From an optimization exercise on the open Yosys and OpenROAD flow, aimed at small area, a short achievable clock period and few clock cycles per item; shortcuts taken in it are not production practice. In this exercise RTL edits were held to simulation tests only and were not proved equivalent to the original. Power is estimated from default activity; no workload was simulated.

File: flow/design.v
package bap_pkg;
   localparam int MaxBlockBytes = 255;
   localparam logic [7:0] NameLimitReset = 8'd30;
   localparam int QueueDepth = 4;
   localparam int QueueAw = 2;
   typedef enum logic [1:0] {PH_LEN, PH_TYPE, PH_DATA, PH_STOP} phase_type;
   localparam logic [4:0] K_FLAGS = 5'd0, K_UUID16 = 5'd1, K_UUID32 = 5'd2,
      K_U128LO = 5'd3, K_U128HI = 5'd4, K_SNAME = 5'd5, K_NAME = 5'd6,
      K_TXPWR = 5'd7, K_CLASS = 5'd8, K_DEVID = 5'd9, K_APPEAR = 5'd10,
      K_COMPANY = 5'd11, K_MANUF = 5'd12, K_HASH = 5'd13, K_RAND = 5'd14,
      K_UNKNOWN = 5'd15, K_BLKEND = 5'd16;
   typedef struct packed {
      logic [7:0] ad_byte;
      logic [7:0] block_length;
      logic       first_byte;
   } req_type;
   typedef struct packed {
      logic [4:0]  record_kind;
      logic [63:0] value;
      logic        half_index;
      logic [6:0]  element_index;
      logic [1:0]  block_status;
   } rsp_type;
   typedef struct packed {
      logic       rec_valid;
      rsp_type    rec;
      logic       end_valid;
      logic [6:0] end_count;
      logic [1:0] end_status;
   } work_type;
   localparam int WorkBits = 90;   
   function automatic logic type_is_known(input logic [7:0] t);
      type_is_known = (t >= 8'h01 && t <= 8'h0A) || (t >= 8'h0D && t <= 8'h10) ||
             (t >= 8'h14 && t <= 8'h19) || (t >= 8'h1F && t <= 8'h21) ||
             (t == 8'hFF);
   endfunction
endpackage
module bap_front (
   input  logic              clock,
   input  logic              reset,
   input  logic              step,
   input  bap_pkg::req_type  req,
   input  logic [7:0]        name_limit,
   output bap_pkg::work_type work
);
   bap_pkg::phase_type phase_ff, phase_in;
   logic [7:0]  offset_ff, offset_in, remain_ff, remain_in, etype_ff, etype_in;
   logic [7:0]  pos_ff, pos_in;
   logic [63:0] acc_ff, acc_in;
   logic [6:0]  count_ff, count_in;
   logic [1:0]  stat_ff, stat_in;
   bap_pkg::phase_type ph;
   logic [7:0]  offs, rem, et, ps, b, size, p, rest, elen;
   logic [63:0] acc, accs;
   logic [6:0]  cnt, idx;
   logic [1:0]  st;
   logic [2:0]  lane;
   logic [8:0]  endpos;
   always_comb begin
      ph = phase_ff; offs = offset_ff; rem = remain_ff; et = etype_ff;
      ps = pos_ff; acc = acc_ff; cnt = count_ff; st = stat_ff;
      if (req.first_byte) begin
         ph = bap_pkg::PH_LEN; offs = '0; rem = '0; et = '0; ps = '0;
         acc = '0; cnt = '0; st = '0;
      end
      b = req.ad_byte;
      size = (req.block_length > 8'(bap_pkg::MaxBlockBytes)) ?
             8'(bap_pkg::MaxBlockBytes) : req.block_length;
      work = '0;
      idx = (cnt != 7'd0) ? cnt - 7'd1 : 7'd0;
      p = ps + 8'd1;
      elen = ps + rem;
      rest = elen - p;
      lane = 3'd0;
      accs = acc;
      endpos = {1'b0, offs} + 9'd1;
      if (offs < size) begin
         case (ph)
            bap_pkg::PH_LEN: begin
               if (b == 8'd0) begin
                  ph = bap_pkg::PH_STOP; st = 2'd1;
               end else if ({1'b0, offs} + 9'd1 + {1'b0, b} > {1'b0, size}) begin
                  ph = bap_pkg::PH_STOP; st = 2'd2;
               end else begin
                  if (cnt < 7'd127) cnt = cnt + 7'd1;
                  rem = b; ph = bap_pkg::PH_TYPE;
               end
            end
            bap_pkg::PH_TYPE: begin
               et = b; ps = '0; acc = '0; rem = rem - 8'd1;
               if (!bap_pkg::type_is_known(b)) begin
                  work.rec_valid = 1'b1;
                  work.rec.record_kind = bap_pkg::K_UNKNOWN;
                  work.rec.value = {56'd0, b};
                  work.rec.element_index = idx;
               end
               ph = (rem != 8'd0) ? bap_pkg::PH_DATA : bap_pkg::PH_LEN;
            end
            bap_pkg::PH_DATA: begin
               if (bap_pkg::type_is_known(et)) begin
                  if (et == 8'h02 || et == 8'h03) lane = {2'b00, ps[0]};
                  else if (et == 8'h04 || et == 8'h05) lane = {1'b0, ps[1:0]};
                  else lane = ps[2:0];
                  accs = (lane == 3'd0) ? 64'd0 : acc;
                  accs = accs | ({56'd0, b} << {lane, 3'b000});
                  acc = accs;
                  work.rec.element_index = idx;
                  work.rec.value = accs;
                  case (et)
                     8'h01: if (p == 8'd1) begin
                        work.rec_valid = 1'b1; work.rec.record_kind = bap_pkg::K_FLAGS;
                     end
                     8'h0A: if (p == 8'd1) begin
                        work.rec_valid = 1'b1; work.rec.record_kind = bap_pkg::K_TXPWR;
                     end
                     8'h02, 8'h03: if (lane == 3'd1) begin
                        work.rec_valid = 1'b1; work.rec.record_kind = bap_pkg::K_UUID16;
                     end
                     8'h04, 8'h05: if (lane == 3'd3) begin
                        work.rec_valid = 1'b1; work.rec.record_kind = bap_pkg::K_UUID32;
                     end
                     8'h06, 8'h07: if (lane == 3'd7) begin
                        if (!ps[3]) begin
                           work.rec_valid = (rest >= 8'd8);
                           work.rec.record_kind = bap_pkg::K_U128LO;
                        end else begin
                           work.rec_valid = 1'b1;
                           work.rec.record_kind = bap_pkg::K_U128HI;
                        end
                     end
                     8'h08: if (p <= name_limit) begin
                        work.rec_valid = 1'b1; work.rec.record_kind = bap_pkg::K_SNAME;
                     end
                     8'h09: if (p <= name_limit) begin
                        work.rec_valid = 1'b1; work.rec.record_kind = bap_pkg::K_NAME;
                     end
                     8'h0D: if (p == 8'd3) begin
                        work.rec_valid = 1'b1; work.rec.record_kind = bap_pkg::K_CLASS;
                     end
                     8'h0E, 8'h0F: if (elen >= 8'd16 && (p == 8'd8 || p == 8'd16)) begin
                        work.rec_valid = 1'b1;
                        work.rec.record_kind = (et == 8'h0E) ? bap_pkg::K_HASH
                                                             : bap_pkg::K_RAND;
                        work.rec.half_index = (p == 8'd16);
                     end
                     8'h10: if (p == 8'd8) begin
                        work.rec_valid = 1'b1; work.rec.record_kind = bap_pkg::K_DEVID;
                     end
                     8'h19: if (p == 8'd2) begin
                        work.rec_valid = 1'b1; work.rec.record_kind = bap_pkg::K_APPEAR;
                     end
                     8'hFF: if (p == 8'd2) begin
                        work.rec_valid = 1'b1; work.rec.record_kind = bap_pkg::K_COMPANY;
                     end else if (p > 8'd2) begin
                        work.rec_valid = 1'b1; work.rec.record_kind = bap_pkg::K_MANUF;
                     end
                     default: ;
                  endcase
                  if (work.rec.record_kind == bap_pkg::K_FLAGS ||
                      work.rec.record_kind == bap_pkg::K_TXPWR ||
                      work.rec.record_kind == bap_pkg::K_SNAME ||
                      work.rec.record_kind == bap_pkg::K_NAME ||
                      work.rec.record_kind == bap_pkg::K_MANUF)
                     work.rec.value = {56'd0, b};
               end
               ps = p;
               rem = rem - 8'd1;
               if (rem == 8'd0) ph = bap_pkg::PH_LEN;
            end
            default: ;
         endcase
         if (endpos == {1'b0, size}) begin
            work.end_valid = 1'b1;
            work.end_count = cnt;
            work.end_status = (ph == bap_pkg::PH_STOP) ? st :
                              ((ph == bap_pkg::PH_LEN) ? 2'd0 : 2'd2);
         end
         if (offs < 8'd255) offs = offs + 8'd1;
      end
      phase_in = ph; offset_in = offs; remain_in = rem; etype_in = et;
      pos_in = ps; acc_in = acc; count_in = cnt; stat_in = st;
   end
   always_ff @(posedge clock) begin
      if (reset) begin
         phase_ff <= bap_pkg::PH_LEN; offset_ff <= '0; remain_ff <= '0;
         etype_ff <= '0; pos_ff <= '0; acc_ff <= '0; count_ff <= '0; stat_ff <= '0;
      end else if (step) begin
         phase_ff <= phase_in; offset_ff <= offset_in; remain_ff <= remain_in;
         etype_ff <= etype_in; pos_ff <= pos_in; acc_ff <= acc_in;
         count_ff <= count_in; stat_ff <= stat_in;
      end
   end
endmodule
module bap_back (
   input  logic              clock,
   input  logic              reset,
   input  logic              push,
   input  bap_pkg::work_type work,
   output logic              full,
   output logic              rsp_valid,
   input  logic              rsp_stall,
   output bap_pkg::rsp_type  rsp_data
);
   logic [bap_pkg::WorkBits-1:0] q_ff [bap_pkg::QueueDepth];
   logic [bap_pkg::QueueAw-1:0] rd_ff, rd_in, wr_ff, wr_in;
   logic [bap_pkg::QueueAw:0] cnt_ff, cnt_in;
   logic second_ff, second_in;
   bap_pkg::work_type head;
   logic pop, take, has_rec;
   assign head = q_ff[rd_ff];
   assign full = (cnt_ff == bap_pkg::QueueAw'(0) + (bap_pkg::QueueAw+1)'(bap_pkg::QueueDepth));
   assign has_rec = head.rec_valid && !second_ff;
   assign rsp_valid = (cnt_ff != '0);
   assign take = rsp_valid && !rsp_stall;
   assign pop = take && (!has_rec || !head.end_valid);
   always_comb begin
      rsp_data = head.rec;
      if (!has_rec) begin
         rsp_data = '0;
         rsp_data.record_kind = bap_pkg::K_BLKEND;
         rsp_data.value = {57'd0, head.end_count};
         rsp_data.block_status = head.end_status;
      end
      rd_in = pop ? rd_ff + 1'b1 : rd_ff;
      wr_in = push ? wr_ff + 1'b1 : wr_ff;
      cnt_in = cnt_ff + (push ? 1'b1 : 1'b0) - (pop ? 1'b1 : 1'b0);
      second_in = pop ? 1'b0 : (take ? 1'b1 : second_ff);
   end
   always_ff @(posedge clock) begin
      if (reset) begin
         rd_ff <= '0; wr_ff <= '0; cnt_ff <= '0; second_ff <= 1'b0;
      end else begin
         rd_ff <= rd_in; wr_ff <= wr_in; cnt_ff <= cnt_in; second_ff <= second_in;
      end
   end
   always_ff @(posedge clock) begin
      if (push) q_ff[wr_ff] <= work;
   end
endmodule
module ble_ad_structure_parser (
   input  logic             clock,
   input  logic             reset,
   input  logic             req_valid,
   output logic             req_stall,
   input  logic [16:0]      req_data,    
   output logic             rsp_valid,
   input  logic             rsp_stall,
   output logic [78:0]      rsp_data,    
   input  logic             csr_valid,
   output logic             csr_ready,
   input  logic [7:0]       csr_data
);
   logic [7:0] limit_ff;
   logic full, step, push;
   bap_pkg::work_type work_w;
   assign csr_ready = 1'b1;
   assign req_stall = full;
   assign step = req_valid && !full;
   assign push = step && (work_w.rec_valid || work_w.end_valid);
   always_ff @(posedge clock) begin
      if (reset) limit_ff <= bap_pkg::NameLimitReset;
      else if (csr_valid) limit_ff <= csr_data;
   end
   bap_front u_front (.clock(clock), .reset(reset), .step(step), .req(req_data),
                      .name_limit(limit_ff), .work(work_w));
   bap_back u_back (.clock(clock), .reset(reset), .push(push), .work(work_w), .full(full),
                    .rsp_valid(rsp_valid), .rsp_stall(rsp_stall), .rsp_data(rsp_data));
endmodule
File: flow/run.sh
#!/bin/bash
# synth_recipe.tcl (not shown) runs the flow's synth.tcl, then flattens the netlist and writes it again
# the make line also repeats each setting of config.mk as NAME=value (left out here)
make -C /OpenROAD-flow-scripts/flow DESIGN_CONFIG=/design/flow/config.mk WORK_HOME=/design/flow/orfs CLKGATE_MAP_FILE= SYNTH_SCRIPT=/design/flow/synth_recipe.tcl finish
File: flow/config.mk
export PLATFORM = sky130hd
export DESIGN_NAME = ble_ad_structure_parser
export DESIGN_NICKNAME = ble_ad_structure_parser
export VERILOG_FILES = /design/flow/design.v
export SDC_FILE = /design/flow/constraint.sdc
export NUM_CORES = 4
export LEC_CHECK = 0
export CAP_MARGIN = 20
export CORE_MARGIN = 2
export CORE_UTILIZATION = 40
export SLEW_MARGIN = 20
File: flow/constraint.sdc
create_clock -name core_clock -period 5.5 [get_ports {clock}]
set_input_delay 1.1000 -clock core_clock [delete_from_list [all_inputs] [get_ports {clock}]]
set_output_delay 1.1000 -clock core_clock [all_outputs]
set_load 0.01 [all_outputs]
==> qor.csv <==
metric,value,unit
total track usage,19.4,%
"wirelength, routed",55600,µm
row count,86,
"CP delay by family, top",compound AO/OA/AOI/OAI gates,
input/output buffers,110,
#FFs+latches synth,473,
Leak,0.00911,µW
DR pass1 iterations,6,
CP Launch Type,input pin,
CTS Buf Count,49,
"Max stage delay cell, worst path",a211o_1,
CTS sink cnt,473,
"most common cell after layout, fill and taps aside",edfxtp_1,
CTS Buffer Depth,3,
combinational power share,19.8,%
initial antenna violation count,1,
final net count,2004,
crit path buf inv count,7,
dpl cell area,24800,µm²
worst slew pin tran,1050,ps
share of post-route cells with drive strength above 1,16.3,%
post-synthesis sequential area ratio,58.2,%
"Largest stage delay, worst path",350,ps
fin util,48.1,%
status,finished clean,
Hold Path Class,flip-flop to flip-flop,
Slew headroom,29.4,%
"Setup Fix Bufs, Post-CTS",0,
global-route wire length before repair,85800,µm
hpwl dp,37000,µm
"Async S/R FF share, synth",0,%
diodes inserted,0,
Power per Cell Area,352,nW/µm²
Layout area overhead,19.1,%
Iteration-0 DRC Markers,1249,
clock group share of total power,38.4,%
"Remaining Overflow, GRT",0,
clk slew on worst S/H paths,60,ps
Routed Antenna Nets,0,
Tcrit/Tclk final,90.5,%
WS Path Type,input pin to flip-flop,
Die Ht,240,µm
"commonest non-fill, non-tap cells in the layout","348 x edfxtp_1, 141 x nor2_1, 134 x nand2_1, 123 x dfxtp_1, 108 x clkdlybuf4s50_1",
DRC,0,
HP Start,u_front.acc_ff[49],
Final Cell Area,26500,µm²
worst setup skew after layout,22.5,ps
# Max-Cap Violations,0,
Max rail drop VDD,0.000212,V
crit-path max FO,4,
Sw Share,25.7,%
Synthesis Warnings,3,
die area,57600,µm²
Crit. End Element,flip-flop,
Cells after Synth,1769,
ys flop type,edfxtp_1,
FMAX,0.201,GHz
via/cell ratio,5.50,
CTS root buffer,clkbuf_16,
fin crit period,4980,ps
Initial Util,40.4,%
Clock Latency Late Sink,590,ps
Final Wtd Congestion,0.895,
worst-case reg-to-reg path depth,24,
Critical Path AT,5430,ps
hold path depth,2,
Die W,240,µm
Crit Reg-Reg Endpoint,u_back.cnt_ff[2],
R2R Setup Slk,620,ps
Syn Std Cell Area,22300,µm²
Post-CTS Hold Fix Bufs,0,
hold endpoint,u_front.acc_ff[49],
Final Max Tran Viols,0,
internal power,6930,µW
worst r2r src,u_front.pos_ff[0],
CTS tree,yes,
Avg WL per Cell,20.6,µm
Yosys cell types,79,
largest net degree at the start of global routing,58,
Final WS setup,520,ps
pre-CTS WS,-96.4,ps
NetSw,2400,µW
Post-Syn Area per Cell,12.6,µm²
H-tree Lvls,2,
RSZ-0062 raised after global routing,false,
Setup-failing EPs final,0,
sequential share of power,41.8,%
vias post-DR,14800,
PostCTS Resize Cnt,0,
Final Hold Fails,0,
vias in the first global route,14800,
Synthesized Nets,1865,
most frequent cell on the critical path,ha_4,
Top Ports,112,
Post-synth EDFFs,348,
CP Data Required Time,5950,ps
Placeable Area,55100,µm²
==> power by group through the flow <==
stage          sequential, µW  combinational [µW]  clock [µW]
2_1_floorplan            3940                1390           0
3_3_place_gp             3970                1860           0
3_5_place_dp             3970                1870           0
4_1_cts                  3900                1880        3660
5_1_grt                  3910                2000        3800
6_report                 3900                1840        3590
==> cells by family after synthesis <==
kind of cell / Yosys count / synth area share [%]
adder cells (fa/ha/maj): 68 / 3.90
buffers and inverters: 177 / 3.30
XOR/XNOR: 47 / 1.91
other: 1 / 0.0168
AND/OR/NAND/NOR: 544 / 12.3
AO/OA/AOI/OAI: 355 / 10.8
multiplexers: 104 / 9.62
flip-flops: 473 / 58.2
==> worst max-delay path by stage <==
stage	startpoint	to	slack, ps	cells after the start
global route	req_data[0]	u_back.cnt_ff[2]	220	26
global placement	req_data[0]	u_back.cnt_ff[2]	-30	27
detailed placement	req_data[0]	u_back.cnt_ff[2]	-100	27
finish	req_data[0]	u_back.cnt_ff[2]	520	27
CTS	req_data[0]	u_back.cnt_ff[2]	520	27
floorplan	req_data[0]	u_back.cnt_ff[2]	-60	29
==> cell type report <==
class	instances	area [µm²]
fill	4826	28600
multi-input combinational	1119	8750
clock inverter	36	499
sequential	473	13000
tap	748	936
inverter	67	262
clock buffer	54	1240
timing repair buffer	198	1870
==> worst reg2reg max path, cell delays in order, from the launching register on <==
cell     delay, ps
dfxtp_1        610
nand2_8        100
inv_8           70
buf_4          180
ha_1           260
inv_1          110
xnor2_1        340
ha_1           320
o21ai_0        170
a21oi_1        100
o31a_1         270
o21ai_0        220
and3_1         190
o21ai_1         90
a211o_1        350
a21o_4         230
inv_2           60
ha_4           190
inv_2           60
ha_4           120
inv_2           30
fa_2           340
xor2_1         150
xnor2_1        150
nor2_1          50
==> synth_stat cells (5+ instances only) <==
| cell | instances | area, µm² |
|---|---|---|
| nand4_1 | 10 | 62.6 |
| a21oi_1 | 60 | 300 |
| or3_1 | 6 | 37.5 |
| mux2_2 | 10 | 113 |
| a22oi_1 | 68 | 510 |
| nor3_1 | 49 | 245 |
| mux4_2 | 87 | 1960 |
| nor2_1 | 141 | 529 |
| inv_1 | 66 | 248 |
| a21o_1 | 6 | 45.0 |
| nor2_4 | 11 | 124 |
| xor2_1 | 12 | 105 |
| dfxtp_1 | 125 | 2500 |
| a211o_1 | 6 | 52.6 |
| a32oi_1 | 20 | 175 |
| o21a_1 | 13 | 97.6 |
| edfxtp_1 | 348 | 10500 |
| buf_6 | 5 | 56.3 |
| nor4_1 | 6 | 37.5 |
| nand2b_1 | 15 | 93.8 |
| clkbuf_1 | 76 | 285 |
| nand2_1 | 135 | 507 |
| o22ai_1 | 5 | 31.3 |
| and4_1 | 6 | 52.6 |
| a22o_1 | 24 | 210 |
| nand3b_1 | 5 | 37.5 |
| o21ai_0 | 94 | 470 |
| buf_1 | 12 | 45.0 |
| buf_2 | 15 | 75.1 |
| a31oi_1 | 6 | 37.5 |
| a211oi_1 | 8 | 60.1 |
| ha_1 | 63 | 788 |
| o211ai_1 | 6 | 45.0 |
| and3_1 | 9 | 56.3 |
| xnor2_1 | 34 | 298 |
| mux2i_1 | 7 | 70.1 |
| nand3_1 | 17 | 85.1 |
| and2_1 | 14 | 87.6 |
| or4_1 | 5 | 37.5 |
| nor2b_1 | 96 | 601 |
==> sequential cells by signal, indices dropped and copies added (netlist names), named ones only <==
name	cells
u_front.offset_ff	8
u_front.phase_ff	2
u_back.cnt_ff	3
u_front.count_ff	7
u_back.wr_ff	2
u_front.remain_ff	8
u_front.etype_ff	8
u_front.acc_ff	64
u_back.q_ff	348
u_back.second_ff	1
u_front.pos_ff	8
limit_ff	8
u_back.rd_ff	2
u_front.stat_ff	2
==> metal layers <==
layer	track usage [%]	part of all wire, %	vias to the layer above
li1	-	-	6924
met1	26.0	44	7376
met2	32.8	49	428
met3	2.80	4.8	85
met4	5.61	2.3	0
met5	0	0	-
==> metrics by stage <==
step / hold slack (ps) / TNS [ps] / std cells / total power, µW
floorplan: 425 / -56.1 / 1769 / 5330
detailed placement: 442 / -155 / 2605 / 5850
finish: 455 / 0 / 2695 / 9330
global placement: 435 / -25.7 / 2604 / 5830
CTS: 457 / 0 / 2695 / 9440
global route: 481 / 0 / 2695 / 9710
Testbench counts, summed over its fixed seeds: cycles 92,447, bytes 91,371.

## port drivers added, routing unchanged
The flow's constraints put no driver on any port. The routed layout listed below was extracted and timed again, unchanged, in two steps.
Step 1 assumes that a clkbuf_16 drives the clock port and a buf_2 every other input.
Step 2, shift: input delay + t, output delay - t, t = (earliest + latest rising clock arrival at the registers) / 2. This alone moves slack from input paths to output paths.
Slacks: no drivers / after step 1 / after step 2; pairs: no drivers / after step 1.
t (ns): 0.635
setup WS [ns]: 0.520 / 0.549 / -0.086
worst setup path at the end: input to register
Met with ideal ports but missed after step 2: setup timing in this run. For this run, drivers alone change the setup slack by +0.029 ns; drivers and shift together by -0.606 ns.
